From an optimization exercise on the open Yosys and OpenROAD flow, aimed at small area, a short achievable clock period and few clock cycles per item; shortcuts taken in it are not production practice. In this exercise RTL edits were held to simulation tests only and were not proved equivalent to the original. Power figures rest on the tool's default switching activity, not on a simulated workload.

## flow/design.v (module list and top-level ports; edited modules follow where they fit)
// module dot9: 3158 lines
// module fa: 11 lines
// module hai: 10 lines
// module ha: 10 lines
// module cnn_top: 367 lines
module cnn_top
(
    input  logic        clk,
    input  logic        reset,
    input  logic        load_req,
    input  logic [15:0] load_cmd,        
    output logic        load_ack,
    input  logic        run_req,
    output logic        run_ack,
    output logic [81:0] result           
);
  // ...
==> flow/flow/run.sh <==
#!/bin/bash
# The standard layout, with timing repair aiming at 6.8 ns of setup slack
# against the design's 10 ns clock (a 3.2 ns critical path) instead of 0.
set -euo pipefail
bash standard.sh SETUP_SLACK_MARGIN=6.8 finish > standard_flow.log 2>&1
==> flow/standard.sh <==
#!/bin/bash
# synth_recipe.tcl (not shown) runs the flow's synth.tcl, then flattens the netlist and writes it again
# the make line also repeats each setting of config.mk as NAME=value (left out here)
make -C /OpenROAD-flow-scripts/flow DESIGN_CONFIG=/design/flow/config.mk WORK_HOME=/design/flow/orfs CLKGATE_MAP_FILE= SYNTH_SCRIPT=/design/flow/synth_recipe.tcl "${@:-finish}"
==> flow/config.mk <==
export PLATFORM = sky130hd
export DESIGN_NAME = cnn_top
export DESIGN_NICKNAME = cnn_top
export VERILOG_FILES = /design/flow/design.v
export SDC_FILE = /design/flow/constraint.sdc
export NUM_CORES = 4
export LEC_CHECK = 0
export CAP_MARGIN = 20
export CORE_MARGIN = 2
export CORE_UTILIZATION = 50
export CTS_CLUSTER_DIAMETER = 60
export CTS_CLUSTER_SIZE = 24
export SLEW_MARGIN = 20
export SYNTH_HIERARCHICAL = 1
export SYNTH_MINIMUM_KEEP_SIZE = 0
==> flow/constraint.sdc <==
create_clock -name core_clock -period 10.0 [get_ports {clk}]
set_input_delay 2.0000 -clock core_clock [delete_from_list [all_inputs] [get_ports {clk}]]
set_output_delay 2.0000 -clock core_clock [all_outputs]
set_load 0.01 [all_outputs]
==> impl_summary.txt, run 1 <==
----------------------------------------------------
[Outcome]
  Run status ... finished clean

[Final layout]
  Number of buffers outside the clock class in the layout ... 144
  Number of flip-flops in the largest register ... 512
  Number of clock buffer instances in the layout ... 119
  Post-Layout Inst Area ... 65,600 µm²

[Clocking]
  Inserted Clock Buffers ... 104
  Clk Tree Root Cell ... sky130_fd_sc_hd__clkbuf_16
  Number of buffers on the longest clock path ... 3

[STA]
  Final critical delay including setup and external delays ... 3380 ps
  Slew at the pin closest to its max-slew limit ... 1110 ps

[GRT]
  Number of antenna violations at the first check in global routing ... 6
  Pin count of the biggest net entering global routing ... 76

[Power and ir drop]
  Switch Pwr ... 7.61 mW
  Total power density per cell area ... 300 nW/µm²

[Routing]
  Average vias per placed instance ... 5.53
  Met2 WL post-DR ... 72,200 µm
  Top sig layer ... met5

[Floorplan]
  Width of the die ... 348 µm
  Initial standard-cell utilization of the core ... 50.2%

[Setup path]
  Slowest CP cell ... sky130_fd_sc_hd__fa_1
  Crit Reg-Reg Startpoint ... u_dot9.q2_148
  Cells traversed along the worst timing path ... fa_1 -> fa_1 -> ha_4 -> a21o_1 -> a31oi_4 -> a21bo_2 -> a31oi_4 -> o21ai_2 -> xor2_1 -> nor4_1 -> nand2_1 -> nor4_4 -> buf_6 -> a21oi_1
  Worst reg-to-reg setup slack ... 6620 ps
  Highest cell delay on the worst timing path ... 550 ps

[Yosys]
  Dominant combinational cell family by area after synthesis ... adder cells
  Post-synthesis register bit count ... 1,469
  Biggest area consumer among synthesized cells ... sky130_fd_sc_hd__dfxtp_1
  Cells after Synth ... 4,491

[Place]
  Area post-placement ... 61,600 µm²

----------------------------------------------------
Testbench counts, summed over its fixed seeds: cycles 12,056, items 64.
==> module cnn_top, before the edit <==
module cnn_top
(
    input  logic        clk,
    input  logic        reset,
    input  logic        load_req,
    input  logic [15:0] load_cmd,        
    output logic        load_ack,
    input  logic        run_req,
    output logic        run_ack,
    output logic [81:0] result           
);
    function automatic logic gt8(input logic [7:0] a, input logic [7:0] b);
        logic r;
        r = 1'b0;
        for (int i = 0; i < 8; i++)
        begin
            r = (a[i] & ~b[i]) | (~(a[i] ^ b[i]) & r);
        end
        gt8 = r;
    endfunction
    function automatic logic gt22(input logic [21:0] a, input logic [21:0] b);
        logic r;
        r = 1'b0;
        for (int i = 0; i < 22; i++)
        begin
            r = (a[i] & ~b[i]) | (~(a[i] ^ b[i]) & r);
        end
        gt22 = r;
    endfunction
    logic [2:0] ph;
    always_ff @(posedge clk or negedge reset)
    begin
        if (!reset)
        begin
            ph <= '0;
        end
        else
        begin
            ph <= ph + 3'd1;
        end
    end
    logic       running;         
    logic       busy;
    assign busy = run_req || running || run_ack;
    logic        take;
    logic        wv;             
    logic        wv2;            
    logic        we_img;         
    logic        we_wts;         
    logic        we_flt;         
    assign take = load_req && !load_ack && !busy;
    always_ff @(posedge clk or negedge reset)
    begin
        if (!reset)
        begin
            load_ack <= 1'b0;
            wv       <= 1'b0;
            wv2      <= 1'b0;
        end
        else
        begin
            wv  <= take;
            wv2 <= wv;
            if (take)
            begin
                load_ack <= 1'b1;
            end
            else if (!load_req)
            begin
                load_ack <= 1'b0;
            end
        end
    end
    logic       w_isi;           
    logic       w_isf;           
    logic       w_isw;           
    logic [2:0] w_row;
    logic [2:0] w_col;
    logic [3:0] w_k;             
    logic [1:0] w_cls;           
    logic [7:0] w_data;
    logic [2:0] w_islot;         
    logic [1:0] w_wslot;         
    always_ff @(posedge clk)
    begin
        if (!load_ack)
        begin
            w_isi  <= load_cmd[15:14] == 2'd0;
            w_isf  <= load_cmd[15:14] == 2'd1 && load_cmd[13:8] < 6'(3*3);
            w_isw  <= load_cmd[15:14] == 2'd2 && load_cmd[13:8] < 6'(36);
            w_row  <= load_cmd[13:11];
            w_col  <= load_cmd[10:8];
            w_data <= load_cmd[7:0];
            w_k    <= load_cmd[11:8];
            w_cls  <= 2'd0;
            for (int q = 0; q < 4; q++)
            begin
                for (int k = 0; k < 9; k++)
                begin
                    if (load_cmd[13:8] == 6'(9*q + k))
                    begin
                        w_cls <= 2'(q);
                        w_k   <= 4'(k);
                    end
                end
            end
        end
    end
    assign w_islot = w_col - ph - 3'd1;
    assign w_wslot = w_cls - ph[1:0] - 2'd1;
    assign we_img = (wv || wv2) && w_islot[0] && w_isi;
    assign we_wts = (wv || wv2) && w_wslot[0] && w_isw;
    assign we_flt = wv && w_isf;
    logic [511:0] img;           
    always_ff @(posedge clk)
    begin
        for (int r = 0; r < 8; r++)
        begin
            for (int s = 0; s < 8; s++)
            begin
                if (s % 2 == 1 && we_img && w_row == 3'(r) && w_islot == 3'(s))
                begin
                    img[(8*r+s)*8 +: 8] <= w_data;
                end
                else
                begin
                    img[(8*r+s)*8 +: 8] <= img[(8*r+(s+1)%8)*8 +: 8];
                end
            end
        end
    end
    logic [71:0]  filt;          
    logic [287:0] wts;           
    always_ff @(posedge clk)
    begin
        for (int k = 0; k < 9; k++)
        begin
            if (we_flt && w_k == 4'(k))
            begin
                filt[k*8 +: 8] <= w_data;
            end
        end
        for (int s = 0; s < 4; s++)
        begin
            for (int k = 0; k < 9; k++)
            begin
                if (s % 2 == 1 && we_wts && w_wslot == 2'(s) && w_k == 4'(k))
                begin
                    wts[(9*s+k)*8 +: 8] <= w_data;
                end
                else
                begin
                    wts[(9*s+k)*8 +: 8] <= wts[(9*((s+1)%4)+k)*8 +: 8];
                end
            end
        end
    end
    localparam int DLAT = 4;
    logic       sweep;           
    logic [5:0] rsel;            
    logic [5:0] nwin;            
    logic       tail;            
    logic [3:0] tcnt;
    logic       dsel;            
    logic       issue;
    logic       start;
    logic       start_q;
    logic [2:0] phn;             
    logic [1:0] gi;
    logic [3:0] grp;
    assign phn   = ph + 3'd1;
    assign issue = sweep && !(phn[2] && phn[1]);     
    assign start = !running && !run_ack && run_req;
    always_comb
    begin
        gi = 2'd0;
        for (int i = 0; i < 6; i++)
        begin
            if (rsel[i])
            begin
                gi = 2'(i / 2);
            end
        end
        grp = 4'(gi) * 4'd3 + 4'(phn[2:1]);
    end
    always_ff @(posedge clk or negedge reset)
    begin
        if (!reset)
        begin
            running <= 1'b0;
            run_ack <= 1'b0;
            sweep   <= 1'b0;
            rsel    <= '0;
            nwin    <= '0;
            tail    <= 1'b0;
            tcnt    <= '0;
            dsel    <= 1'b0;
            start_q <= 1'b0;
        end
        else
        begin
            start_q <= start;
            if (start)
            begin
                running <= 1'b1;
                sweep   <= 1'b1;
                rsel    <= 6'b000001;
                nwin    <= '0;
            end
            if (sweep)
            begin
                if (phn == 3'd7)
                begin
                    rsel <= {rsel[4:0], rsel[5]};
                end
                if (issue)
                begin
                    nwin <= nwin + 6'd1;
                    if (nwin == 6'd35)
                    begin
                        sweep <= 1'b0;
                        rsel  <= '0;
                        tail  <= 1'b1;
                        tcnt  <= '0;
                    end
                end
            end
            if (tail)
            begin
                tcnt <= tcnt + 4'd1;
                dsel <= tcnt >= 4'(DLAT - 2) && tcnt <= 4'(DLAT + 1);
                if (tcnt == 4'(2*DLAT + 2))
                begin
                    tail    <= 1'b0;
                    running <= 1'b0;
                    run_ack <= 1'b1;
                end
            end
            if (run_ack && !run_req)
            begin
                run_ack <= 1'b0;
            end
        end
    end
    logic [71:0] feat;           
    logic [71:0] feat_d;         
    logic [71:0] opa;            
    logic [71:0] opb;            
    always_ff @(posedge clk)
    begin
        for (int r = 0; r < 3; r++)
        begin
            for (int c = 0; c < 3; c++)
            begin
                logic [7:0] x;
                x = dsel ? feat_d[(3*r+c)*8 +: 8] : 8'd0;
                for (int i = 0; i < 6; i++)
                begin
                    x = x | (rsel[i] ? img[(8*(i+r)+c+1)*8 +: 8] : 8'd0);
                end
                opa[(3*r+c)*8 +: 8] <= x;
                opb[(3*r+c)*8 +: 8] <= dsel ? wts[(9+3*r+c)*8 +: 8] : filt[(3*r+c)*8 +: 8];
            end
        end
    end
    logic signed [19:0] sum;
    dot9 u_dot9 (.clk(clk), .a(opa), .b(opb), .sum(sum));
    logic       cv [1:DLAT];     
    logic       dv [1:DLAT];     
    logic [3:0] g [1:DLAT];
    logic [1:0] q [1:DLAT];
    logic       f [1:DLAT];      
    always_ff @(posedge clk or negedge reset)
    begin
        if (!reset)
        begin
            for (int i = 1; i <= DLAT; i++)
            begin
                cv[i] <= 1'b0;
                dv[i] <= 1'b0;
            end
        end
        else
        begin
            cv[1] <= issue;
            dv[1] <= dsel;
            for (int i = 2; i <= DLAT; i++)
            begin
                cv[i] <= cv[i-1];
                dv[i] <= dv[i-1];
            end
        end
    end
    always_ff @(posedge clk)
    begin
        g[1] <= grp;
        q[1] <= phn[1:0];        
        f[1] <= dsel && !dv[1];
        for (int i = 2; i <= DLAT; i++)
        begin
            g[i] <= g[i-1];
            q[i] <= q[i-1];
            f[i] <= f[i-1];
        end
    end
    logic signed [19:0] sum_q;
    logic [7:0]  relu_q;
    always_ff @(posedge clk)
    begin
        sum_q <= sum;
        if (sum[19])
        begin
            relu_q <= 8'd0;
        end
        else if (|sum[18:8])
        begin
            relu_q <= 8'd255;
        end
        else
        begin
            relu_q <= sum[7:0];
        end
    end
    logic [8:0]  upd;
    always_comb
    begin
        for (int i = 0; i < 9; i++)
        begin
            upd[i] = cv[DLAT] && g[DLAT] == 4'(i) && gt8(relu_q, feat[i*8 +: 8]);
            if (start_q)
            begin
                feat_d[i*8 +: 8] = 8'd0;
            end
            else if (upd[i])
            begin
                feat_d[i*8 +: 8] = relu_q;
            end
            else
            begin
                feat_d[i*8 +: 8] = feat[i*8 +: 8];
            end
        end
    end
    logic signed [19:0] scores [0:3];
    logic signed [19:0] best;
    logic [1:0]         win_class;
    always_ff @(posedge clk)
    begin
        feat <= feat_d;
        if (dv[DLAT])
        begin
            for (int c = 0; c < 4; c++)
            begin
                if (q[DLAT] == 2'(c))
                begin
                    scores[c] <= sum_q;
                end
            end
            if (f[DLAT] || gt22({~sum_q[19], sum_q[18:0], ~q[DLAT]}, {~best[19], best[18:0], ~win_class}))
            begin
                best      <= sum_q;
                win_class <= q[DLAT];
            end
        end
    end
    assign result = {win_class, scores[3], scores[2], scores[1], scores[0]};
endmodule
==> run 2, diff against run 1 <==
--- a/flow/design.v
+++ b/flow/design.v
@@ -1842,22 +1842,16 @@
     logic q2_150;
     logic q2_151;
     logic q2_152;
     logic q2_153;
     logic q2_154;
     logic q2_155;
     logic q2_156;
     logic q2_157;
-    logic q2_158;
-    logic q2_159;
-    logic q2_160;
-    logic q2_161;
-    logic q2_162;
-    logic q2_163;
     logic [19:0] xa;
     logic [19:0] xb;
     assign pp1 = ~(a[0] & b[0]);
     assign pp2 = ~(a[0] & b[1]);
     assign pp3 = ~(a[0] & b[2]);
     assign pp4 = ~(a[0] & b[3]);
     assign pp5 = ~(a[0] & b[4]);
     assign pp6 = ~(a[0] & b[5]);
@@ -2967,31 +2961,31 @@
     fa u_s1643 (.x(c1612), .y(c1614), .z(s1615), .s(s1643), .c(c1644));
     fa u_s1645 (.x(c1616), .y(c1618), .z(s1619), .s(s1645), .c(c1646));
     fa u_s1647 (.x(c1620), .y(c1622), .z(s1623), .s(s1647), .c(c1648));
     fa u_s1649 (.x(c1624), .y(c1626), .z(s1627), .s(s1649), .c(c1650));
     fa u_s1651 (.x(c1628), .y(s1629), .z(s1595), .s(s1651), .c(c1652));
     fa u_s1653 (.x(c1630), .y(s1631), .z(s1553), .s(s1653), .c(c1654));
     fa u_s1655 (.x(c1632), .y(s1633), .z(1'b0), .s(s1655), .c(c1656));
     fa u_s1657 (.x(c1634), .y(c1600), .z(s1601), .s(s1657), .c(c1658));
-    hai u_s1659 (.x(q2_141), .y(q2_142), .s(s1659), .c(c1660));
-    hai u_s1661 (.x(q2_145), .y(q2_146), .s(s1661), .c(c1662));
-    fa u_s1663 (.x(q2_148), .y(q2_149), .z(q2_150), .s(s1663), .c(c1664));
-    hai u_s1665 (.x(q2_135), .y(q2_136), .s(s1665), .c(c1666));
-    fa u_s1667 (.x(q2_138), .y(q2_139), .z(q2_140), .s(s1667), .c(c1668));
-    fa u_s1669 (.x(s1659), .y(q2_143), .z(q2_144), .s(s1669), .c(c1670));
-    fa u_s1671 (.x(c1660), .y(s1661), .z(q2_147), .s(s1671), .c(c1672));
-    fa u_s1673 (.x(c1662), .y(s1663), .z(q2_151), .s(s1673), .c(c1674));
-    fa u_s1675 (.x(c1664), .y(q2_152), .z(q2_153), .s(s1675), .c(c1676));
-    fa u_s1677 (.x(q2_154), .y(q2_155), .z(q2_156), .s(s1677), .c(c1678));
-    hai u_s1679 (.x(q2_157), .y(q2_158), .s(s1679), .c(c1680));
-    hai u_s1681 (.x(q2_159), .y(q2_160), .s(s1681), .c(c1682));
-    hai u_s1683 (.x(q2_161), .y(q2_162), .s(s1683), .c(c1684));
-    assign xa = {1'b0, c1684, c1682, c1680, c1678, c1676, c1674, c1672, c1670, c1668, c1666, s1665, q2_133, q2_132, q2_131, q2_130, q2_128, q2_127, q2_125, q2_124};
-    assign xb = {1'b1, q2_163, s1683, s1681, s1679, s1677, s1675, s1673, s1671, s1669, s1667, q2_137, q2_134, 1'b1, 1'b1, 1'b1, q2_129, 1'b1, q2_126, 1'b1};
+    fa u_s1659 (.x(c1640), .y(s1641), .z(s1613), .s(s1659), .c(c1660));
+    fa u_s1661 (.x(c1642), .y(s1643), .z(s1617), .s(s1661), .c(c1662));
+    fa u_s1663 (.x(c1644), .y(s1645), .z(s1621), .s(s1663), .c(c1664));
+    fa u_s1665 (.x(c1646), .y(s1647), .z(s1625), .s(s1665), .c(c1666));
+    fa u_s1667 (.x(c1648), .y(s1649), .z(s1591), .s(s1667), .c(c1668));
+    fa u_s1669 (.x(c1652), .y(s1653), .z(q1_116), .s(s1669), .c(c1670));
+    hai u_s1671 (.x(q2_138), .y(q2_139), .s(s1671), .c(c1672));
+    hai u_s1673 (.x(q2_141), .y(q2_142), .s(s1673), .c(c1674));
+    fa u_s1675 (.x(q2_143), .y(q2_144), .z(q2_145), .s(s1675), .c(c1676));
+    fa u_s1677 (.x(q2_146), .y(q2_147), .z(q2_148), .s(s1677), .c(c1678));
+    hai u_s1679 (.x(q2_150), .y(q2_151), .s(s1679), .c(c1680));
+    hai u_s1681 (.x(q2_153), .y(q2_154), .s(s1681), .c(c1682));
+    hai u_s1683 (.x(q2_155), .y(q2_156), .s(s1683), .c(c1684));
+    assign xa = {1'b0, c1684, c1682, c1680, s1679, c1678, c1676, c1674, c1672, s1671, q2_136, q2_135, q2_133, q2_132, q2_131, q2_130, q2_128, q2_127, q2_125, q2_124};
+    assign xb = {1'b1, q2_157, s1683, s1681, q2_152, q2_149, s1677, s1675, s1673, q2_140, q2_137, 1'b1, q2_134, 1'b1, 1'b1, 1'b1, q2_129, 1'b1, q2_126, 1'b1};
     always_ff @(posedge clk)
     begin
         q1_0 <= s961;
         q1_1 <= s1217;
         q1_2 <= s967;
         q1_3 <= s1377;
         q1_4 <= s975;
         q1_5 <= s977;
@@ -3119,45 +3113,39 @@
         q2_127 <= s1485;
         q2_128 <= c1486;
         q2_129 <= s1487;
         q2_130 <= s1557;
         q2_131 <= s1603;
         q2_132 <= s1637;
         q2_133 <= c1638;
         q2_134 <= s1639;
-        q2_135 <= c1640;
-        q2_136 <= s1641;
-        q2_137 <= s1613;
-        q2_138 <= c1642;
-        q2_139 <= s1643;
-        q2_140 <= s1617;
-        q2_141 <= c1644;
-        q2_142 <= s1645;
-        q2_143 <= s1621;
-        q2_144 <= s1531;
-        q2_145 <= c1646;
-        q2_146 <= s1647;
-        q2_147 <= s1625;
-        q2_148 <= c1648;
-        q2_149 <= s1649;
-        q2_150 <= s1591;
-        q2_151 <= s1545;
-        q2_152 <= c1650;
-        q2_153 <= s1651;
-        q2_154 <= c1652;
-        q2_155 <= s1653;
-        q2_156 <= q1_116;
-        q2_157 <= c1654;
-        q2_158 <= s1655;
-        q2_159 <= c1656;
-        q2_160 <= s1657;
-        q2_161 <= c1658;
-        q2_162 <= s1635;
-        q2_163 <= c1636;
+        q2_135 <= s1659;
+        q2_136 <= c1660;
+        q2_137 <= s1661;
+        q2_138 <= c1662;
+        q2_139 <= s1663;
+        q2_140 <= s1531;
+        q2_141 <= c1664;
+        q2_142 <= s1665;
+        q2_143 <= c1666;
+        q2_144 <= s1667;
+        q2_145 <= s1545;
+        q2_146 <= c1668;
+        q2_147 <= c1650;
+        q2_148 <= s1651;
+        q2_149 <= s1669;
+        q2_150 <= c1670;
+        q2_151 <= c1654;
+        q2_152 <= s1655;
+        q2_153 <= c1656;
+        q2_154 <= s1657;
+        q2_155 <= c1658;
+        q2_156 <= s1635;
+        q2_157 <= c1636;
     end
     assign sum = ~(xa + xb + 20'd1);
 endmodule
 module fa
 (
     input  logic x,
     input  logic y,
     input  logic z,
@@ -3413,18 +3401,18 @@
                         tail  <= 1'b1;
                         tcnt  <= '0;
                     end
                 end
             end
             if (tail)
             begin
                 tcnt <= tcnt + 4'd1;
-                dsel <= tcnt >= 4'(DLAT - 2) && tcnt <= 4'(DLAT + 1);
-                if (tcnt == 4'(2*DLAT + 2))
+                dsel <= tcnt >= 4'(DLAT - 1) && tcnt <= 4'(DLAT + 2);
+                if (tcnt == 4'(2*DLAT + 3))
                 begin
                     tail    <= 1'b0;
                     running <= 1'b0;
                     run_ack <= 1'b1;
                 end
             end
             if (run_ack && !run_req)
             begin
@@ -3438,17 +3426,17 @@
     logic [71:0] opb;            
     always_ff @(posedge clk)
     begin
         for (int r = 0; r < 3; r++)
         begin
             for (int c = 0; c < 3; c++)
             begin
                 logic [7:0] x;
-                x = dsel ? feat_d[(3*r+c)*8 +: 8] : 8'd0;
+                x = dsel ? feat[(3*r+c)*8 +: 8] : 8'd0;
                 for (int i = 0; i < 6; i++)
                 begin
                     x = x | (rsel[i] ? img[(8*(i+r)+c+1)*8 +: 8] : 8'd0);
                 end
                 opa[(3*r+c)*8 +: 8] <= x;
                 opb[(3*r+c)*8 +: 8] <= dsel ? wts[(9+3*r+c)*8 +: 8] : filt[(3*r+c)*8 +: 8];
             end
         end
==> flow/flow/run.sh (replaced) <==
#!/bin/bash
# The standard layout, with timing repair aiming at 6.75 ns of setup slack
# against the design's 10 ns clock (a 3.25 ns critical path) instead of 0.
set -euo pipefail
bash standard.sh SETUP_SLACK_MARGIN=6.75 finish > standard_flow.log 2>&1
==> flow/config.mk (replaced) <==
export PLATFORM = sky130hd
export DESIGN_NAME = cnn_top
export DESIGN_NICKNAME = cnn_top
export VERILOG_FILES = /design/flow/design.v
export SDC_FILE = /design/flow/constraint.sdc
export NUM_CORES = 4
export LEC_CHECK = 0
export CAP_MARGIN = 20
export CORE_MARGIN = 2
export CORE_UTILIZATION = 70
export CTS_CLUSTER_DIAMETER = 65
export CTS_CLUSTER_SIZE = 26
export SLEW_MARGIN = 20
export SYNTH_HIERARCHICAL = 1
export SYNTH_MINIMUM_KEEP_SIZE = 0
==> run 2 against run 1 <==
- sequential cell count is 6 lower
- critical path depth decreased by 13
- wire length decreased by 0.35%
- synthesized area rose by 0.30%
- count of clock-buffer cells in the layout decreased by 20
- clock power shrank 24%
- critical path type is now reg2out
==> impl_summary.txt, run 2 <==
----------------------------------------------------
[Setup path]
  Reg2Reg Depth ... 5 (was 14)
  Crit path arrival time ... 1260 ps (was 3980 ps)
  Stages on the worst setup path ... 1 (was 14)
  Crit path buffers/inverters ... 1 (unchanged)
  Cells traversed along the worst timing path ... buf_2 (was fa_1 -> fa_1 -> ha_4 -> a21o_1 -> a31oi_4 -> a21bo_2 -> a31oi_4 -> o21ai_2 -> xor2_1 -> nor4_1 -> nand2_1 -> nor4_4 -> buf_6 -> a21oi_1)
  Worst Setup Path Type ... reg2out (was reg2reg)
  Destination of the worst register-to-register timing path ... u_dot9.q1_66 (was relu_q[6])
  Biggest fanout along the worst timing path ... 2 (was 8)
  Worst reg-to-reg setup slack ... 6790 ps (was 6620 ps)
  Highest cell delay on the worst timing path ... 420 ps (was 550 ps)
  Delay-heaviest family, CP ... flip-flops (was adder cells)
  Required time at the worst-slack endpoint ... 8000 ps (was 10,590 ps)
  Slowest CP cell ... sky130_fd_sc_hd__dfrtp_1 (was sky130_fd_sc_hd__fa_1)
  Crit Reg-Reg Startpoint ... opb[69] (was u_dot9.q2_148)
  Startpoint types ... flop (unchanged)
  Nature of the critical path endpoint ... primary output (was flop)

[Outcome]
  Run status ... finished clean (unchanged)

[Worst hold path]
  Hold Startpoint ... img[108] (was wts[227])
  Worst Hold End ... img[100] (was wts[155])
  Number of stages on the worst hold path ... 0 (unchanged)
  Class of the tightest hold or removal check ... reg2reg (unchanged)

[Job]
  Number of max-cap violations ... 0 (unchanged)

[STA]
  Achievable clock frequency ... 307 MHz (was 296 MHz)
  Slew at the pin closest to its max-slew limit ... 1060 ps (was 1110 ps)
  Hold slack ... 317 ps (was 304 ps)
  RSZ-0062 raised after global routing ... true (unchanged)
  Final Skew ... 55.1 ps (was 57.9 ps)
  Final critical delay including setup and external delays ... 3260 ps (was 3380 ps)
  Worst slew slack as a fraction of its limit ... 29.2% (was 26.1%)
  Sum of negative setup slack ... 0 ps (unchanged)
  Final-report max-slew violation count ... 0 (unchanged)
  Period utilization ... 32.6% (was 33.8%)
  Final Hold Viols ... 0 (unchanged)
  Worst Slack Setup Final ... 6740 ps (was 6620 ps)
  Final setup violating endpoints ... 0 (unchanged)

[GRT]
  Wire length of the first global-routing pass ... 234,000 µm (was 235,000 µm)
  Overflow left after global routing ... 0 (unchanged)
  Total global-route track usage ... 36.9% (was 26.5%)
  Number of antenna violations at the first check in global routing ... 9 (was 6)
  Via count of the first global-routing pass ... 36.5k (was 35.2k)
  Pin count of the biggest net entering global routing ... 81 (was 76)

[Clocking]
  Post-CTS clock slew at the launch and capture registers of the worst setup and hold paths ... 100 ps (was 80 ps)
  Later-pin clock latency in the skew report ... 700 ps (was 750 ps)
  CTS tree ... done (unchanged)
  H-tree lvl count ... 3 (unchanged)
  Clock sinks ... 1,463 (was 1,469)
  Hold buffer count at cts ... 0 (unchanged)
  Number of buffers on the longest clock path ... 3 (unchanged)
  Clk Tree Root Cell ... sky130_fd_sc_hd__clkbuf_16 (unchanged)
  Inserted Clock Buffers ... 75 (was 104)

[Routing]
  Average vias per placed instance ... 6.29 (was 5.53)
  DRT antenna net count ... 0 (unchanged)
  Routed wire length per instance ... 28.1 µm (was 25.8 µm)
  Iteration-0 DRC count of the detailed router ... 4,383 (was 2,805)
  Vias ... 35.5k (was 34.1k)
  Total wirelength of the detailed-routed design ... 158,000 µm (was 159,000 µm)
  Router iterations before antenna repair ... 14 (was 7)
  Residual DRC ... 0 (unchanged)

[Floorplan]
  Die area ... 87,100 µm² (was 121,000 µm²)
  Initial standard-cell utilization of the core ... 70.8% (was 50.2%)
  Y dimension of the die ... 295 µm (was 348 µm)
  Standard-cell row count ... 106 (was 126)
  Top-level port count ... 104 (unchanged)
  Placeable Area ... 83,800 µm² (was 118,000 µm²)
  Width of the die ... 295 µm (was 348 µm)

[Yosys]
  Cell types with the highest counts after synthesis ... sky130_fd_sc_hd__dfxtp_1, sky130_fd_sc_hd__nand2_1, sky130_fd_sc_hd__fa_1, sky130_fd_sc_hd__mux2_2, sky130_fd_sc_hd__edfxtp_1 (unchanged)
  Post-synthesis register bit count ... 1,463 (was 1,469)
  Post-synthesis cell area ... 59,300 µm² (was 59,100 µm²)
  Number of warnings issued by yosys ... 14 (unchanged)
  Most frequently used cell type in the post-synthesis netlist ... sky130_fd_sc_hd__dfxtp_1 (unchanged)
  Post-synthesis sequential area ratio ... 53.0% (was 53.4%)
  Post-synth EDFFs ... 197 (unchanged)
  Cells after Synth ... 4,437 (was 4,491)
  Share of the synthesized area in the top cell type ... 41.5% (was 41.8%)
  Average size of a mapped cell ... 13.4 µm² (was 13.2 µm²)
  Synth area leaders ... sky130_fd_sc_hd__dfxtp_1, sky130_fd_sc_hd__fa_1, sky130_fd_sc_hd__edfxtp_1 (unchanged)
  Proportion of register bits with asynchronous set or reset after synthesis ... 2.46% (was 2.45%)
  Synth Flop Type ... sky130_fd_sc_hd__dfxtp_1 (unchanged)
  Biggest area consumer among synthesized cells ... sky130_fd_sc_hd__dfxtp_1 (unchanged)
  Synth cell types ... 89 (was 71)

[Final layout]
  Core utilization of the finished layout ... 75.6% (was 55.7%)
  Most common cell after layout, fill and taps aside ... sky130_fd_sc_hd__dfxtp_1 (unchanged)
  Register containing the most flip-flops in the final layout ... img (unchanged)
  Nets ... 5,128 (was 5,231)
  Filler cell count in the final layout ... 5,408 (was 9,817)
  Registers with the most flip-flops ... img: 512 flops, wts: 288 flops, scores: 80 flops (unchanged)
  Signed area change from the synthesized netlist to the final layout ... 6.89% (was 10.9%)
  Fraction of layout cells with a size suffix above 1 ... 17.0% (was 19.4%)
  Number of flip-flops in the largest register ... 512 (unchanged)
  Most frequent cells in the layout ... sky130_fd_sc_hd__dfxtp_1, sky130_fd_sc_hd__nand2_1, sky130_fd_sc_hd__fa_1 (unchanged)

[Place]
  Setup WS pre-CTS ... 6080 ps (was 5950 ps)
  Detailed placement HPWL ... 116,000 µm (was 118,000 µm)
  RD Place Congestion ... 1.04 (was 0.931)
  Number of buffers inserted by port buffering ... 103 (unchanged)

[Power and ir drop]
  Max VDD drop ... 0.334 mV (was 0.258 mV)
  Leakage ... 23.0 nW (was 24.2 nW)
  Total Power Consumption ... 16.4 mW (was 19.7 mW)
  Total power density per cell area ... 258 nW/µm² (was 300 nW/µm²)

----------------------------------------------------
## run 2: power by group
part           leakage, nW  total [mW]  switching, mW  internal, mW
logic                 9.58        5.12           3.08          2.05
clock network         1.20        3.56           2.00          1.56
registers             12.3        7.68          0.954          6.73
total                 23.0        16.4           6.03          10.3
## run 2: kinds of logic after synthesis
kind of cell             synth area share [%]
adder cells (fa/ha/maj)                  21.0
multiplexers                             10.3
AND/OR/NAND/NOR                          8.08
flip-flops                               53.0
other                                 0.00632
AO/OA/AOI/OAI                            5.02
XOR/XNOR                                0.369
buffers and inverters                    2.27
## run 2: per-layer routing
metal	GRT usage (%)	wire (µm)	up-vias
li1	-	-	15100
met1	50.0	62400	17800
met2	56.7	70800	2112
met3	9.00	16300	460
met4	17.6	9060	4
met5	0	33	-
## run 2: cell type report
| class | instances | area [µm²] | share of cell area, % |
|---|---|---|---|
| multi-input combinational | 2621 | 26600 | 42.0 |
| inverter | 153 | 574 | 0.906 |
| timing repair buffer | 130 | 831 | 1.31 |
| tap | 1134 | 1420 | 2.24 |
| antenna | 1 | 2.50 | 0.00395 |
| clock inverter | 33 | 504 | 0.795 |
| sequential | 1463 | 31500 | 49.6 |
| clock buffer | 99 | 2010 | 3.17 |
## run 2: what timing repair did
action	4_1_cts	5_1_grt
setup buffers	3	1
pin swaps	0	0
endpoints found under the setup margin	92	38
resized for setup	337	11
## run 2: worst max-delay path by stage
stage                             from       end  slack, ps
after floorplan           win_class[1]   best[0]       6750
after global placement    load_cmd[11]    w_k[1]       6050
after detailed placement  load_cmd[11]    w_k[1]       6080
after CTS                     load_ack  load_ack       6680
after global routing          load_ack  load_ack       6680
final                         load_ack  load_ack       6740
## run 2: Yosys stat by module (local to each module, per instance)
module	flip-flops and latches	copies in the design	cells	cell area (µm²)
hai	0	5	5	27.5
cnn_top	1305	1	2950	41600
dot9	158	1	913	6550
fa	0	549	1	20.0
## run 2: per-stage QoR
stage / instances / cell area, µm²
after global routing: 5633 / 63400
final: 5634 / 63400
after detailed placement: 5497 / 61200
after CTS: 5632 / 63300
after floorplan: 4441 / 59300
after global placement: 5497 / 61200
Testbench counts of run 2, summed over its fixed seeds: cycles 12,128, items 64.
==> run 3, diff against run 2 <==
--- a/flow/config.mk
+++ b/flow/config.mk
@@ -10,4 +10,4 @@
 export CORE_UTILIZATION = 70
-export CTS_CLUSTER_DIAMETER = 65
-export CTS_CLUSTER_SIZE = 26
+export CTS_CLUSTER_DIAMETER = 70
+export CTS_CLUSTER_SIZE = 28
 export SLEW_MARGIN = 20
==> run 3 against run 2 <==
- critical path type unchanged
- register-to-register slack is essentially flat
- core utilization shrank 0.43 points
- first-iteration DRC count grew 8.4%
- via count shrank 0.50%
==> impl_summary.txt, run 3 <==
----------------------------------------------------
[Outcome]
  Run status ... finished clean (unchanged)

[Routing]
  Residual DRC ... 0 (unchanged)
  Iteration-0 DRC count of the detailed router ... 4,751 (was 4,383)
  Total wirelength of the detailed-routed design ... 157,000 µm (was 158,000 µm)
  Router iterations before antenna repair ... 13 (was 14)
  Routed wire length per instance ... 28.0 µm (was 28.1 µm)
  Average vias per placed instance ... 6.29 (about the same)
  DRT antenna net count ... 0 (unchanged)
  Vias ... 35.3k (was 35.5k)

[STA]
  Final Skew ... 49.1 ps (was 55.1 ps)
  Final critical delay including setup and external delays ... 3250 ps (was 3260 ps)
  Achievable clock frequency ... 308 MHz (was 307 MHz)
  Final setup violating endpoints ... 0 (unchanged)
  Period utilization ... 32.5% (was 32.6%)
  RSZ-0062 raised after global routing ... true (unchanged)
  Sum of negative setup slack ... 0 ps (unchanged)
  Slew at the pin closest to its max-slew limit ... 1040 ps (was 1060 ps)
  Worst slew slack as a fraction of its limit ... 30.6% (was 29.2%)
  Final Hold Viols ... 0 (unchanged)
  Final-report max-slew violation count ... 0 (unchanged)

[Final layout]
  Fraction of layout cells with a size suffix above 1 ... 16.7% (was 17.0%)
  Register containing the most flip-flops in the final layout ... img (unchanged)
  Core utilization of the finished layout ... 75.2% (was 75.6%)
  Number of flip-flops in the largest register ... 512 (unchanged)
  Registers with the most flip-flops ... img: 512 flops, wts: 288 flops, scores: 80 flops (unchanged)
  Signed area change from the synthesized netlist to the final layout ... 6.28% (was 6.89%)
  Nets ... 5,120 (was 5,128)
  Post-Layout Inst Area ... 63,000 µm² (was 63,400 µm²)
  Most common cell after layout, fill and taps aside ... sky130_fd_sc_hd__dfxtp_1 (unchanged)
  Most frequent cells in the layout ... sky130_fd_sc_hd__dfxtp_1, sky130_fd_sc_hd__nand2_1, sky130_fd_sc_hd__fa_1 (unchanged)

[Setup path]
  Slowest CP cell ... sky130_fd_sc_hd__dfrtp_1 (unchanged)
  Highest cell delay on the worst timing path ... 420 ps (about the same)
  Crit path buffers/inverters ... 1 (unchanged)
  Delay-heaviest family, CP ... flip-flops (unchanged)
  Worst Setup Path Type ... reg2out (unchanged)
  Startpoint types ... flop (unchanged)
  Cells traversed along the worst timing path ... buf_2 (unchanged)
  Biggest fanout along the worst timing path ... 2 (unchanged)
  Crit path arrival time ... 1250 ps (was 1260 ps)
  Nature of the critical path endpoint ... primary output (unchanged)
  Required time at the worst-slack endpoint ... 8000 ps (about the same)

[Power and ir drop]
  Leakage ... 22.9 nW (was 23.0 nW)
  Total Power Consumption ... 16.1 mW (was 16.4 mW)
  Total power density per cell area ... 255 nW/µm² (was 258 nW/µm²)
  Max VDD drop ... 0.283 mV (was 0.334 mV)

[Floorplan]
  Top-level port count ... 104 (unchanged)
  Y dimension of the die ... 295 µm (unchanged)
  Placeable Area ... 83,800 µm² (unchanged)
  Die area ... 87,100 µm² (unchanged)
  Initial standard-cell utilization of the core ... 70.8% (unchanged)
  Width of the die ... 295 µm (unchanged)
  Standard-cell row count ... 106 (unchanged)

[GRT]
  Via count of the first global-routing pass ... 36.1k (was 36.5k)
  Pin count of the biggest net entering global routing ... 81 (unchanged)
  Wire length of the first global-routing pass ... 232,000 µm (was 234,000 µm)
  Overflow left after global routing ... 0 (unchanged)
  Total global-route track usage ... 36.6% (was 36.9%)
  Number of antenna violations at the first check in global routing ... 8 (was 9)

[Clocking]
  Inserted Clock Buffers ... 67 (was 75)
  Later-pin clock latency in the skew report ... 680 ps (was 700 ps)
  Post-CTS clock slew at the launch and capture registers of the worst setup and hold paths ... 100 ps (about the same)
  Number of buffers on the longest clock path ... 3 (unchanged)
  H-tree lvl count ... 3 (unchanged)
  Hold buffer count at cts ... 0 (unchanged)
  Clk Tree Root Cell ... sky130_fd_sc_hd__clkbuf_16 (unchanged)
  CTS tree ... done (unchanged)
  Clock sinks ... 1,463 (unchanged)

[Place]
  Detailed placement HPWL ... 116,000 µm (unchanged)
  RD Place Congestion ... 1.04 (unchanged)
  Area post-placement ... 61,200 µm² (unchanged)
  Number of buffers inserted by port buffering ... 103 (unchanged)

[Job]
  Number of max-cap violations ... 0 (unchanged)

[Yosys]
  Post-synthesis cell area ... 59,300 µm² (unchanged)
  Synth area leaders ... sky130_fd_sc_hd__dfxtp_1, sky130_fd_sc_hd__fa_1, sky130_fd_sc_hd__edfxtp_1 (unchanged)
  Average size of a mapped cell ... 13.4 µm² (unchanged)
  Cell types with the highest counts after synthesis ... sky130_fd_sc_hd__dfxtp_1, sky130_fd_sc_hd__nand2_1, sky130_fd_sc_hd__fa_1, sky130_fd_sc_hd__mux2_2, sky130_fd_sc_hd__edfxtp_1 (unchanged)
  Post-synth EDFFs ... 197 (unchanged)
  Post-synthesis register bit count ... 1,463 (unchanged)
  Share of the synthesized area in the top cell type ... 41.5% (unchanged)
  Most frequently used cell type in the post-synthesis netlist ... sky130_fd_sc_hd__dfxtp_1 (unchanged)
  Synth Flop Type ... sky130_fd_sc_hd__dfxtp_1 (unchanged)
  Biggest area consumer among synthesized cells ... sky130_fd_sc_hd__dfxtp_1 (unchanged)
  Proportion of register bits with asynchronous set or reset after synthesis ... 2.46% (unchanged)
  Cells after Synth ... 4,437 (unchanged)
  Post-synthesis sequential area ratio ... 53.0% (unchanged)
  Synth cell types ... 89 (unchanged)
  Number of warnings issued by yosys ... 14 (unchanged)

[Worst hold path]
  Class of the tightest hold or removal check ... reg2reg (unchanged)

----------------------------------------------------
run 3: changes by cell type in the layout (fill, tap and decap cells not counted), moves of 2 or more:
| cell | change |
|---|---|
| sky130_fd_sc_hd__clkinvlp_4 | -2 |
| sky130_fd_sc_hd__clkinv_2 | -3 |
| sky130_fd_sc_hd__clkinv_4 | -3 |
| sky130_fd_sc_hd__clkbuf_8 | -2 |
| sky130_fd_sc_hd__nand2_1 | -2 |
| sky130_fd_sc_hd__inv_6 | +2 |
| sky130_fd_sc_hd__clkbuf_16 | -7 |
| sky130_fd_sc_hd__nand2_2 | +2 |
| sky130_fd_sc_hd__inv_12 | -4 |
run 3: metal layers:
layer / vias to the layer above / part of all wire [%] / GRT usage (%)
met3: 438 / 10 / 9.18
met1: 17800 / 40 / 49.7
met5: - / 0.017 / 0
met2: 2068 / 45 / 55.9
li1: 15000 / - / -
met4: 4 / 5.6 / 17.1
run 3: logic make-up after synthesis:
logic type,synth area share (%)
AND/OR/NAND/NOR,8.08
other,0.00632
multiplexers,10.3
AO/OA/AOI/OAI,5.02
XOR/XNOR,0.369
buffers and inverters,2.27
adder cells (fa/ha/maj),21.0
flip-flops,53.0
run 3: Yosys stat by module (local to each module, per instance):
module   cells inside  area, µm²  flops+latches  times used
cnn_top          2950      41600           1305           1
dot9              913       6550            158           1
hai                 5       27.5              0           5
fa                  1       20.0              0         549
run 3: worst paths after layout:
| kind | start | endpoint | slack [ps] | cells past startpoint |
|---|---|---|---|---|
| min in group asynchronous | reset | cv[2] | 1380 | 2 |
| setup reg to reg | ph[0] | img[330] | 6780 | 8 |
| hold reg to reg | wts[219] | wts[147] | 320 | 0 |
| max in group asynchronous | reset | dsel | 8210 | 2 |
| setup / recovery | load_ack | load_ack | 6750 | 1 |
| hold / removal | wts[219] | wts[147] | 320 | 0 |
run 3: stage by stage:
stage / instances / hold slack, ps / worst slack (ps)
2_1_floorplan: 4441 / 310 / 6750
3_3_place_gp: 5497 / 309 / 6050
3_5_place_dp: 5497 / 312 / 6080
4_1_cts: 5611 / 328 / 6690
5_1_grt: 5612 / 332 / 6690
6_report: 5613 / 325 / 6750
run 3: final cells by class:
cell class                      instances  area (µm²)
Clock inverter                         21         359
Antenna cell                            1        2.50
Tap cell                             1134        1420
Clock buffer                           90        1800
Sequential cell                      1463       31500
Inverter                              153         574
Multi-Input combinational cell       2621       26600
Fill cell                            5447       20800
Timing Repair Buffer                  130         825
run 3: what timing repair did:
action | 4_1_cts | 5_1_grt
buffers inserted | 3 | 1
gates resized for setup | 337 | 11
endpoints found under the setup margin | 92 | 34
run 3: where the power goes:
part           total, mW  internal [mW]  switching, mW  leakage, nW
registers           7.68           6.73          0.947         12.3
clock network       3.31           1.40           1.91         1.04
logic               5.10           2.03           3.06         9.58
==> run 4, diff against run 3 <==
==> flow/flow/run.sh (replaced) <==
#!/bin/bash
# The standard layout, with timing repair aiming at 6.85 ns of setup slack
# against the design's 10 ns clock (a 3.15 ns critical path) instead of 0.
set -euo pipefail
bash standard.sh SETUP_SLACK_MARGIN=6.85 finish > standard_flow.log 2>&1
--- a/flow/config.mk
+++ b/flow/config.mk
@@ -10,4 +10,4 @@
 export CORE_UTILIZATION = 70
-export CTS_CLUSTER_DIAMETER = 70
-export CTS_CLUSTER_SIZE = 28
+export CTS_CLUSTER_DIAMETER = 65
+export CTS_CLUSTER_SIZE = 26
 export SLEW_MARGIN = 20
==> run 4 against run 3 <==
- combinational power is 2% higher
- sequential share of layout area down 0.47 points
- clock skew is 3.9 ps lower
- first-iteration DRC count fell by 11%
- final area rose by 1.1%
- fmax grew 0.34%
- synthesized cell count unchanged
- synthesized area unchanged
- sequential cell count unchanged
- final cell count up 0.55%
- critical path type unchanged
- critical endpoint unchanged
- largest power group unchanged
==> impl_summary.txt, run 4 <==
----------------------------------------------------
[Power and ir drop]
  Internal power ... 10.5 mW (was 10.2 mW)
  Max VDD drop ... 0.267 mV (was 0.283 mV)
  Switching part of the total power ... 37.0% (was 36.8%)
  Switch Pwr ... 6.17 mW (was 5.92 mW)
  Leakage ... 23.1 nW (was 22.9 nW)
  Total Power Consumption ... 16.7 mW (was 16.1 mW)
  Sequential fraction of design power ... 46.4% (was 47.7%)
  Total power density per cell area ... 262 nW/µm² (was 255 nW/µm²)
  Combinational power share ... 31.3% (was 31.7%)
  Portion of total power attributed to the clock network ... 22.3% (was 20.6%)

[STA]
  Worst slew slack as a fraction of its limit ... 26.0% (was 30.6%)
  Final-report max-slew violation count ... 0 (unchanged)
  RSZ-0062 raised after global routing ... true (unchanged)
  Sum of negative setup slack ... 0 ps (unchanged)
  Final setup violating endpoints ... 0 (unchanged)
  Final Hold Viols ... 0 (unchanged)
  Worst Slack Setup Final ... 6760 ps (was 6750 ps)
  Final critical delay including setup and external delays ... 3240 ps (was 3250 ps)
  Achievable clock frequency ... 309 MHz (was 308 MHz)
  Period utilization ... 32.4% (was 32.5%)
  Slew at the pin closest to its max-slew limit ... 1110 ps (was 1040 ps)
  Final Skew ... 45.2 ps (was 49.1 ps)

[Setup path]
  Stages on the worst setup path ... 1 (unchanged)
  Crit Reg-Reg Startpoint ... opb[46] (was ph[0])
  Worst reg-to-reg setup slack ... 6860 ps (was 6780 ps)
  Crit path buffers/inverters ... 1 (unchanged)
  Worst Setup Path Type ... reg2out (unchanged)
  Endpoint of the most critical setup path ... load_ack (unchanged)
  Required time at the worst-slack endpoint ... 8000 ps (about the same)
  Highest cell delay on the worst timing path ... 410 ps (was 420 ps)
  Crit path arrival time ... 1240 ps (was 1250 ps)
  Cells traversed along the worst timing path ... buf_2 (unchanged)
  Slowest CP cell ... sky130_fd_sc_hd__dfrtp_1 (unchanged)
  Nature of the critical path endpoint ... primary output (unchanged)
  Startpoint types ... flop (unchanged)
  Delay-heaviest family, CP ... flip-flops (unchanged)
  Reg2Reg Depth ... 5 (was 8)
  Destination of the worst register-to-register timing path ... u_dot9.q1_54 (was img[330])
  Biggest fanout along the worst timing path ... 2 (unchanged)
  Critical path startpoint ... load_ack (unchanged)

[Yosys]
  Post-synth EDFFs ... 197 (unchanged)
  Most frequently used cell type in the post-synthesis netlist ... sky130_fd_sc_hd__dfxtp_1 (unchanged)
  Number of warnings issued by yosys ... 14 (unchanged)
  Cells after Synth ... 4,437 (unchanged)
  Post-synthesis register bit count ... 1,463 (unchanged)
  Post-synthesis sequential area ratio ... 53.0% (unchanged)
  Share of the synthesized area in the top cell type ... 41.5% (unchanged)
  Average size of a mapped cell ... 13.4 µm² (unchanged)
  Synth area leaders ... sky130_fd_sc_hd__dfxtp_1, sky130_fd_sc_hd__fa_1, sky130_fd_sc_hd__edfxtp_1 (unchanged)
  Synth cell types ... 89 (unchanged)
  Proportion of register bits with asynchronous set or reset after synthesis ... 2.46% (unchanged)
  Synth Flop Type ... sky130_fd_sc_hd__dfxtp_1 (unchanged)
  Cell types with the highest counts after synthesis ... sky130_fd_sc_hd__dfxtp_1, sky130_fd_sc_hd__nand2_1, sky130_fd_sc_hd__fa_1, sky130_fd_sc_hd__mux2_2, sky130_fd_sc_hd__edfxtp_1 (unchanged)
  Post-synthesis cell area ... 59,300 µm² (unchanged)
  Biggest area consumer among synthesized cells ... sky130_fd_sc_hd__dfxtp_1 (unchanged)

[Final layout]
  Most common cell after layout, fill and taps aside ... sky130_fd_sc_hd__dfxtp_1 (unchanged)
  Nets ... 5,131 (was 5,120)
  Most frequent cells in the layout ... sky130_fd_sc_hd__dfxtp_1, sky130_fd_sc_hd__nand2_1, sky130_fd_sc_hd__fa_1 (unchanged)
  Core utilization of the finished layout ... 76.0% (was 75.2%)
  Register containing the most flip-flops in the final layout ... img (unchanged)
  Signed area change from the synthesized netlist to the final layout ... 7.41% (was 6.28%)
  Number of flip-flops in the largest register ... 512 (unchanged)
  Fraction of layout cells with a size suffix above 1 ... 18.1% (was 16.7%)
  Registers with the most flip-flops ... img: 512 flops, wts: 288 flops, scores: 80 flops (unchanged)

[Clocking]
  CTS tree ... done (unchanged)
  Inserted Clock Buffers ... 80 (was 67)
  Number of buffers on the longest clock path ... 3 (unchanged)
  Later-pin clock latency in the skew report ... 690 ps (was 680 ps)
  H-tree lvl count ... 3 (unchanged)
  Clk Tree Root Cell ... sky130_fd_sc_hd__clkbuf_16 (unchanged)
  Hold buffer count at cts ... 0 (unchanged)
  Post-CTS clock slew at the launch and capture registers of the worst setup and hold paths ... 100 ps (about the same)
  Clock sinks ... 1,463 (unchanged)

[Floorplan]
  Standard-cell row count ... 106 (unchanged)
  Initial standard-cell utilization of the core ... 70.8% (unchanged)
  Placeable Area ... 83,800 µm² (unchanged)
  Die area ... 87,100 µm² (unchanged)
  Width of the die ... 295 µm (unchanged)
  Top-level port count ... 104 (unchanged)
  Y dimension of the die ... 295 µm (unchanged)

[Routing]
  Residual DRC ... 0 (unchanged)
  Iteration-0 DRC count of the detailed router ... 4,233 (was 4,751)
  Vias ... 35.5k (was 35.3k)
  Routed wire length per instance ... 28.1 µm (was 28.0 µm)
  Router iterations before antenna repair ... 10 (was 13)
  Average vias per placed instance ... 6.29 (about the same)
  Total wirelength of the detailed-routed design ... 159,000 µm (was 157,000 µm)
  DRT antenna net count ... 0 (unchanged)

[Place]
  Number of buffers inserted by port buffering ... 103 (unchanged)
  Setup WS pre-CTS ... 6090 ps (was 6080 ps)
  Detailed placement HPWL ... 118,000 µm (was 116,000 µm)
  RD Place Congestion ... 1.02 (was 1.04)

[GRT]
  Total global-route track usage ... 37.0% (was 36.6%)
  Wire length of the first global-routing pass ... 234,000 µm (was 232,000 µm)
  Number of antenna violations at the first check in global routing ... 4 (was 8)
  Pin count of the biggest net entering global routing ... 81 (unchanged)
  Overflow left after global routing ... 0 (unchanged)
  Via count of the first global-routing pass ... 36.2k (was 36.1k)

[Worst hold path]
  Class of the tightest hold or removal check ... reg2reg (unchanged)

[Job]
  Number of max-cap violations ... 0 (unchanged)

[Outcome]
  Run status ... finished clean (unchanged)

----------------------------------------------------
## run 4: changes by cell type in the layout (fill, tap and decap cells not counted), moves of 4 or more
| cell | before | now |
|---|---|---|
| sky130_fd_sc_hd__dfxtp_1 | 1230 | 1204 |
| sky130_fd_sc_hd__clkbuf_1 | 20 | 15 |
| sky130_fd_sc_hd__clkbuf_16 | 68 | 83 |
| sky130_fd_sc_hd__clkinv_8 | 4 | 8 |
| sky130_fd_sc_hd__dfxtp_2 | 0 | 26 |
## run 4: cell families after synthesis
group	share of synthesized area [%]
flip-flops	53.0
AND/OR/NAND/NOR	8.08
XOR/XNOR	0.369
AO/OA/AOI/OAI	5.02
other	0.00632
adder cells (fa/ha/maj)	21.0
buffers and inverters	2.27
multiplexers	10.3
## run 4: worst min path at each step
stage / end / depth (start not counted) / from
final: img[485] / 0 / img[493]
after CTS: wts[154] / 0 / wts[226]
after floorplan: f[2] / 0 / f[1]
after global placement: wts[176] / 0 / wts[248]
after global routing: wts[185] / 0 / wts[257]
after detailed placement: f[2] / 0 / f[1]
## run 4: cell type report
type / count / area [µm²]
sequential: 1463 / 31500
multi-input combinational: 2621 / 26700
fill: 5297 / 20100
clock buffer: 100 / 2160
tap: 1134 / 1420
timing repair buffer: 128 / 833
inverter: 153 / 574
clock inverter: 41 / 549
antenna: 4 / 10.0
## run 4: metal layers
layer	GRT usage, %	vias to the layer above	routed length [µm]
met3	9.50	474	16200
met5	0	-	28
met4	18.7	4	9240
met1	49.7	17900	61800
met2	56.3	2029	71400
li1	-	15100	-
## run 4: timing repair
action	4_1_cts	5_1_grt
resized for setup	344	47
setup endpoints to repair	112	150
buffers inserted	4	3
pin swaps	1	5
## run 4: worst reg2reg max path, cell delays in order, from the launching register on
cell and delay [ps]:
sky130_fd_sc_hd__dfxtp_1 730, sky130_fd_sc_hd__nand2_1 190, sky130_fd_sc_hd__fa_1 450, sky130_fd_sc_hd__fa_1 540, sky130_fd_sc_hd__fa_1 600, sky130_fd_sc_hd__fa_1 480
## run 4: modules after synthesis (local to each module, per instance)
module | flip-flops and latches | times used
cnn_top | 1305 | 1
fa | 0 | 549
dot9 | 158 | 1
hai | 0 | 5
## run 4: power groups by stage
stage               Sequential, mW  Combinational, mW  Clock (mW)
detailed placement            7.83               4.96           0
CTS                           7.70               5.03        3.74
global route                  7.78               5.74        3.94
floorplan                     7.22               3.45           0
finish                        7.74               5.22        3.72
global placement              7.80               4.74           0
## run 4: per-stage QoR
stage / area [µm²] / hold slack, ps / std cells
after CTS: 63500 / 327 / 5637
after detailed placement: 61200 / 312 / 5492
after global routing: 63700 / 332 / 5640
after floorplan: 59400 / 310 / 4441
final: 63700 / 324 / 5644
after global placement: 61200 / 309 / 5492
==> run 5, diff against run 4 <==
--- a/flow/design.v
+++ b/flow/design.v
@@ -3447,5 +3447,6 @@
     logic       dv [1:DLAT];     
-    logic [3:0] g [1:DLAT];
-    logic [1:0] q [1:DLAT];
-    logic       f [1:DLAT];      
+    logic [3:0] g [1:DLAT];      
+    logic       dvl;             
+    logic [1:0] qd;              
+    logic       fd;              
     always_ff @(posedge clk or negedge reset)
@@ -3473,5 +3474,3 @@
     begin
-        g[1] <= grp;
-        q[1] <= phn[1:0];        
-        f[1] <= dsel && !dv[1];
+        g[1] <= dsel ? {2'b00, phn[1:0]} : grp;      
         for (int i = 2; i <= DLAT; i++)
@@ -3479,6 +3478,7 @@
             g[i] <= g[i-1];
-            q[i] <= q[i-1];
-            f[i] <= f[i-1];
         end
+        dvl <= dv[DLAT];
     end
+    assign qd = g[DLAT][1:0];
+    assign fd = !dvl;
     logic signed [19:0] sum_q;
@@ -3531,3 +3531,3 @@
             begin
-                if (q[DLAT] == 2'(c))
+                if (qd == 2'(c))
                 begin
@@ -3536,6 +3536,6 @@
             end
-            if (f[DLAT] || gt22({~sum_q[19], sum_q[18:0], ~q[DLAT]}, {~best[19], best[18:0], ~win_class}))
+            if (fd || gt22({~sum_q[19], sum_q[18:0], ~qd}, {~best[19], best[18:0], ~win_class}))
             begin
                 best      <= sum_q;
-                win_class <= q[DLAT];
+                win_class <= qd;
             end
==> flow/flow/run.sh (replaced) <==
#!/bin/bash
# The standard layout, with timing repair aiming at 6.75 ns of setup slack
# against the design's 10 ns clock (a 3.25 ns critical path) instead of 0.
set -euo pipefail
bash standard.sh SETUP_SLACK_MARGIN=6.75 finish > standard_flow.log 2>&1
--- a/flow/config.mk
+++ b/flow/config.mk
@@ -10,4 +10,4 @@
 export CORE_UTILIZATION = 70
-export CTS_CLUSTER_DIAMETER = 65
-export CTS_CLUSTER_SIZE = 26
+export CTS_CLUSTER_DIAMETER = 70
+export CTS_CLUSTER_SIZE = 28
 export SLEW_MARGIN = 20
==> run 5 against run 4 <==
- combinational power hardly changed
- worst hold slack worse by 5.6 ps
- synthesized cell count is 0.20% lower
- synthesized area decreased by 0.35%
- critical endpoint is now result[25]
- largest cell class unchanged
- largest power group unchanged
==> impl_summary.txt, run 5 <==
----------------------------------------------------
[Clocking]
  CTS tree ... done (unchanged)
  Post-CTS clock slew at the launch and capture registers of the worst setup and hold paths ... 100 ps (about the same)
  Number of buffers on the longest clock path ... 3 (unchanged)
  Clock sinks ... 1,452 (was 1,463)
  H-tree lvl count ... 3 (unchanged)
  Later-pin clock latency in the skew report ... 670 ps (was 690 ps)
  Clk Tree Root Cell ... sky130_fd_sc_hd__clkbuf_16 (unchanged)
  Inserted Clock Buffers ... 68 (was 80)

[GRT]
  Pin count of the biggest net entering global routing ... 81 (unchanged)
  Overflow left after global routing ... 0 (unchanged)
  Total global-route track usage ... 36.6% (was 37.0%)
  Wire length of the first global-routing pass ... 231,000 µm (was 234,000 µm)
  Via count of the first global-routing pass ... 35.5k (was 36.2k)
  Number of antenna violations at the first check in global routing ... 13 (was 4)

[Yosys]
  Post-synthesis register bit count ... 1,452 (was 1,463)
  Cell types with the highest counts after synthesis ... sky130_fd_sc_hd__dfxtp_1, sky130_fd_sc_hd__nand2_1, sky130_fd_sc_hd__fa_1, sky130_fd_sc_hd__mux2_2, sky130_fd_sc_hd__edfxtp_1 (unchanged)
  Most frequently used cell type in the post-synthesis netlist ... sky130_fd_sc_hd__dfxtp_1 (unchanged)
  Average size of a mapped cell ... 13.3 µm² (was 13.4 µm²)
  Post-synth EDFFs ... 197 (unchanged)
  Cells after Synth ... 4,428 (was 4,437)
  Proportion of register bits with asynchronous set or reset after synthesis ... 2.48% (was 2.46%)
  Post-synthesis cell area ... 59,100 µm² (was 59,300 µm²)
  Synth cell types ... 90 (was 89)
  Post-synthesis sequential area ratio ... 52.8% (was 53.0%)
  Number of warnings issued by yosys ... 12 (was 14)
  Synth area leaders ... sky130_fd_sc_hd__dfxtp_1, sky130_fd_sc_hd__fa_1, sky130_fd_sc_hd__edfxtp_1 (unchanged)
  Biggest area consumer among synthesized cells ... sky130_fd_sc_hd__dfxtp_1 (unchanged)
  Synth Flop Type ... sky130_fd_sc_hd__dfxtp_1 (unchanged)
  Share of the synthesized area in the top cell type ... 41.3% (was 41.5%)

[Routing]
  Iteration-0 DRC count of the detailed router ... 4,749 (was 4,233)
  DRT antenna net count ... 0 (unchanged)
  Average vias per placed instance ... 6.26 (was 6.29)
  Routed wire length per instance ... 27.8 µm (was 28.1 µm)
  Router iterations before antenna repair ... 11 (was 10)
  Vias ... 35.1k (was 35.5k)
  Residual DRC ... 0 (unchanged)
  Total wirelength of the detailed-routed design ... 156,000 µm (was 159,000 µm)

[Power and ir drop]
  Portion of total power attributed to the clock network ... 20.3% (was 22.3%)
  Max VDD drop ... 0.254 mV (was 0.267 mV)
  Internal power ... 10.2 mW (was 10.5 mW)
  Combinational power share ... 32.3% (was 31.3%)
  Leakage ... 22.8 nW (was 23.1 nW)
  Switch Pwr ... 6.04 mW (was 6.17 mW)
  Total power density per cell area ... 259 nW/µm² (was 262 nW/µm²)
  Sequential fraction of design power ... 47.4% (was 46.4%)
  Switching part of the total power ... 37.1% (was 37.0%)

[Place]
  Detailed placement HPWL ... 117,000 µm (was 118,000 µm)
  RD Place Congestion ... 1.01 (was 1.02)
  Number of buffers inserted by port buffering ... 103 (unchanged)
  Cell Count Post-Placement ... 5,485 (was 5,492)

[Job]
  Number of max-cap violations ... 0 (unchanged)

[Setup path]
  Nature of the critical path endpoint ... primary output (unchanged)
  Biggest fanout along the worst timing path ... 1 (was 2)
  Worst Setup Path Type ... reg2out (unchanged)
  Startpoint types ... flop (unchanged)
  Crit path buffers/inverters ... 1 (unchanged)
  Delay-heaviest family, CP ... flip-flops (unchanged)
  Cells traversed along the worst timing path ... buf_2 (unchanged)
  Slowest CP cell ... sky130_fd_sc_hd__edfxtp_1 (was sky130_fd_sc_hd__dfrtp_1)
  Crit path arrival time ... 1240 ps (about the same)
  Highest cell delay on the worst timing path ... 430 ps (was 410 ps)
  Required time at the worst-slack endpoint ... 8000 ps (about the same)

[Outcome]
  Run status ... finished clean (unchanged)

[Floorplan]
  Placeable Area ... 83,700 µm² (was 83,800 µm²)
  Initial standard-cell utilization of the core ... 70.6% (was 70.8%)
  Top-level port count ... 104 (unchanged)
  Width of the die ... 295 µm (about the same)
  Y dimension of the die ... 295 µm (about the same)
  Standard-cell row count ... 106 (unchanged)
  Die area ... 86,800 µm² (was 87,100 µm²)

[Final layout]
  Signed area change from the synthesized netlist to the final layout ... 6.38% (was 7.41%)
  Nets ... 5,109 (was 5,131)
  Post-route insts no fill ... 5,609 (was 5,644)
  Most frequent cells in the layout ... sky130_fd_sc_hd__dfxtp_1, sky130_fd_sc_hd__nand2_1, sky130_fd_sc_hd__fa_1 (unchanged)
  Most common cell after layout, fill and taps aside ... sky130_fd_sc_hd__dfxtp_1 (unchanged)
  Filler cell count in the final layout ... 5,396 (was 5,297)
  Register containing the most flip-flops in the final layout ... img (unchanged)
  Total area of multi-input combinational cells ... 26,600 µm² (was 26,700 µm²)
  Registers with the most flip-flops ... img: 512 flops, wts: 288 flops, scores: 80 flops (unchanged)
  Core utilization of the finished layout ... 75.1% (was 76.0%)
  Sequential standard cell area ... 31,200 µm² (was 31,500 µm²)
  Fraction of layout cells with a size suffix above 1 ... 16.8% (was 18.1%)
  Number of flip-flops in the largest register ... 512 (unchanged)

[STA]
  Final critical delay including setup and external delays ... 3240 ps (about the same)
  RSZ-0062 raised after global routing ... true (unchanged)
  Slew at the pin closest to its max-slew limit ... 1040 ps (was 1110 ps)
  Final setup violating endpoints ... 0 (unchanged)
  Achievable clock frequency ... 308 MHz (was 309 MHz)
  Final Hold Viols ... 0 (unchanged)
  Worst slew slack as a fraction of its limit ... 30.6% (was 26.0%)
  Period utilization ... 32.4% (about the same)
  Sum of negative setup slack ... 0 ps (unchanged)
  Final Skew ... 52.2 ps (was 45.2 ps)
  Final-report max-slew violation count ... 0 (unchanged)

[Worst hold path]
  Class of the tightest hold or removal check ... reg2reg (unchanged)

----------------------------------------------------
==> run 5: changes by cell type after synthesis, moves of 2 or more <==
| cell | previous run | this run |
|---|---|---|
| sky130_fd_sc_hd__mux2_2 | 461 | 463 |
| sky130_fd_sc_hd__nor2_1 | 39 | 41 |
| sky130_fd_sc_hd__dfxtp_1 | 1230 | 1219 |
| sky130_fd_sc_hd__o21ai_0 | 34 | 32 |
| sky130_fd_sc_hd__and3_1 | 7 | 5 |
==> run 5: power by group through the flow <==
stage,clock [mW],combinational (mW),sequential [mW]
after floorplan,0,3.47,7.24
after global placement,0,4.92,7.79
after detailed placement,0,5.14,7.81
after CTS,3.35,5.15,7.68
after global routing,3.55,5.78,7.77
final,3.31,5.25,7.72
==> run 5: repair_timing <==
| item | 4_1_cts | 5_1_grt |
|---|---|---|
| gates resized for setup | 334 | 8 |
| setup buffers | 2 | 2 |
| setup endpoints to repair | 84 | 32 |
| hold buffers | 0 | 0 |
| pin swaps | 0 | 0 |
==> run 5: logic make-up after synthesis <==
kind of cell               synth area share (%)
DFF                                        52.8
buffers and inverters                      2.28
and+or+nand+nor                            8.08
other                                   0.00634
adders and majority gates                  21.1
muxes                                      10.3
AOI/OAI and AO/OA                          5.04
xor gates and xnor gates                  0.370
==> run 5: per-stage QoR <==
step / hold WS [ps] / power [mW] / worst slack (ps) / cell area [µm²]
final: 319 / 16.3 / 6760 / 62900
after global routing: 329 / 17.1 / 6710 / 62900
after floorplan: 310 / 10.7 / 6780 / 59100
after CTS: 319 / 16.2 / 6690 / 62800
after detailed placement: 312 / 13.0 / 6100 / 61000
after global placement: 310 / 12.7 / 6060 / 61000
==> run 5: Yosys stat by module (local to each module, per instance) <==
module | times used | area, µm² | cells
hai | 5 | 27.5 | 5
cnn_top | 1 | 41400 | 2941
fa | 549 | 20.0 | 1
dot9 | 1 | 6550 | 913
==> run 5: per-layer routing <==
layer	GRT usage, %	wire length [µm]
met4	15.1	7360
met1	52.1	63300
met3	9.29	17000
met5	0	17
met2	54.0	68400
==> run 5: cell type report <==
type	instances	area share, %
Antenna cell	4	0.0159
Clock buffer	95	2.95
Clock inverter	21	0.581
Inverter	153	0.913
Multi-Input combinational cell	2622	42.3
Sequential cell	1452	49.7
Tap cell	1134	2.26
Timing Repair Buffer	128	1.28
==> run 5: final timing paths <==
check	startpoint	to	cells after the start	slack, ps
min in group asynchronous	reset	cv[2]	1	1480
worst min register to register	wts[219]	wts[147]	0	320
worst max register to register	opa[56]	u_dot9.q1_13	5	6770
worst max-delay path	scores[1][5]	result[25]	1	6760
max in group asynchronous	reset	dsel	1	7790
worst min-delay path	wts[219]	wts[147]	0	320
Testbench counts of run 5, summed over its fixed seeds: cycles 12,128, items 64.

separate check: timing with driven ports:
In the flow no input, the clock included, has a driving cell. The finished layouts below were timed again as built, in two steps.
Step 1 sets driving cells, clkbuf_16 on the clock port and buf_2 on the other inputs (assumed; they add their load-dependent delay and slew).
Step 2 moves the port delays by t, midway between the first and last clock arrival at a register: inputs arrive t later, outputs are due t later. That takes back most of the time a late clock gives input paths.
a / b / c = ideal / step 1 / step 2; a / b = the first two.
run	t, ns	setup WS [ns]	hold WS [ns]	worst setup path after step 2	latest minus earliest clock arrival (ns)
run 1	0.798	6.616 / 6.616 / 6.129	0.304 / 0.304 / 0.304	input to register	0.060 / 0.059
run 2	0.742	6.743 / 6.674 / 6.329	0.317 / 0.317 / 0.317	input to register	0.058 / 0.058
run 3	0.728	6.752 / 6.681 / 6.313	0.325 / 0.325 / 0.325	input to register	0.049 / 0.049
run 4	0.743	6.763 / 6.686 / 6.303	0.324 / 0.324 / 0.324	input to register	0.051 / 0.050
run 5	0.714	6.756 / 6.686 / 6.155	0.319 / 0.319 / 0.319	input to register	0.055 / 0.056
After both steps every run listed still meets setup and hold. The setup slack of run 5, which loses most, moves by -0.070 ns with the drivers and by -0.601 ns with both steps.
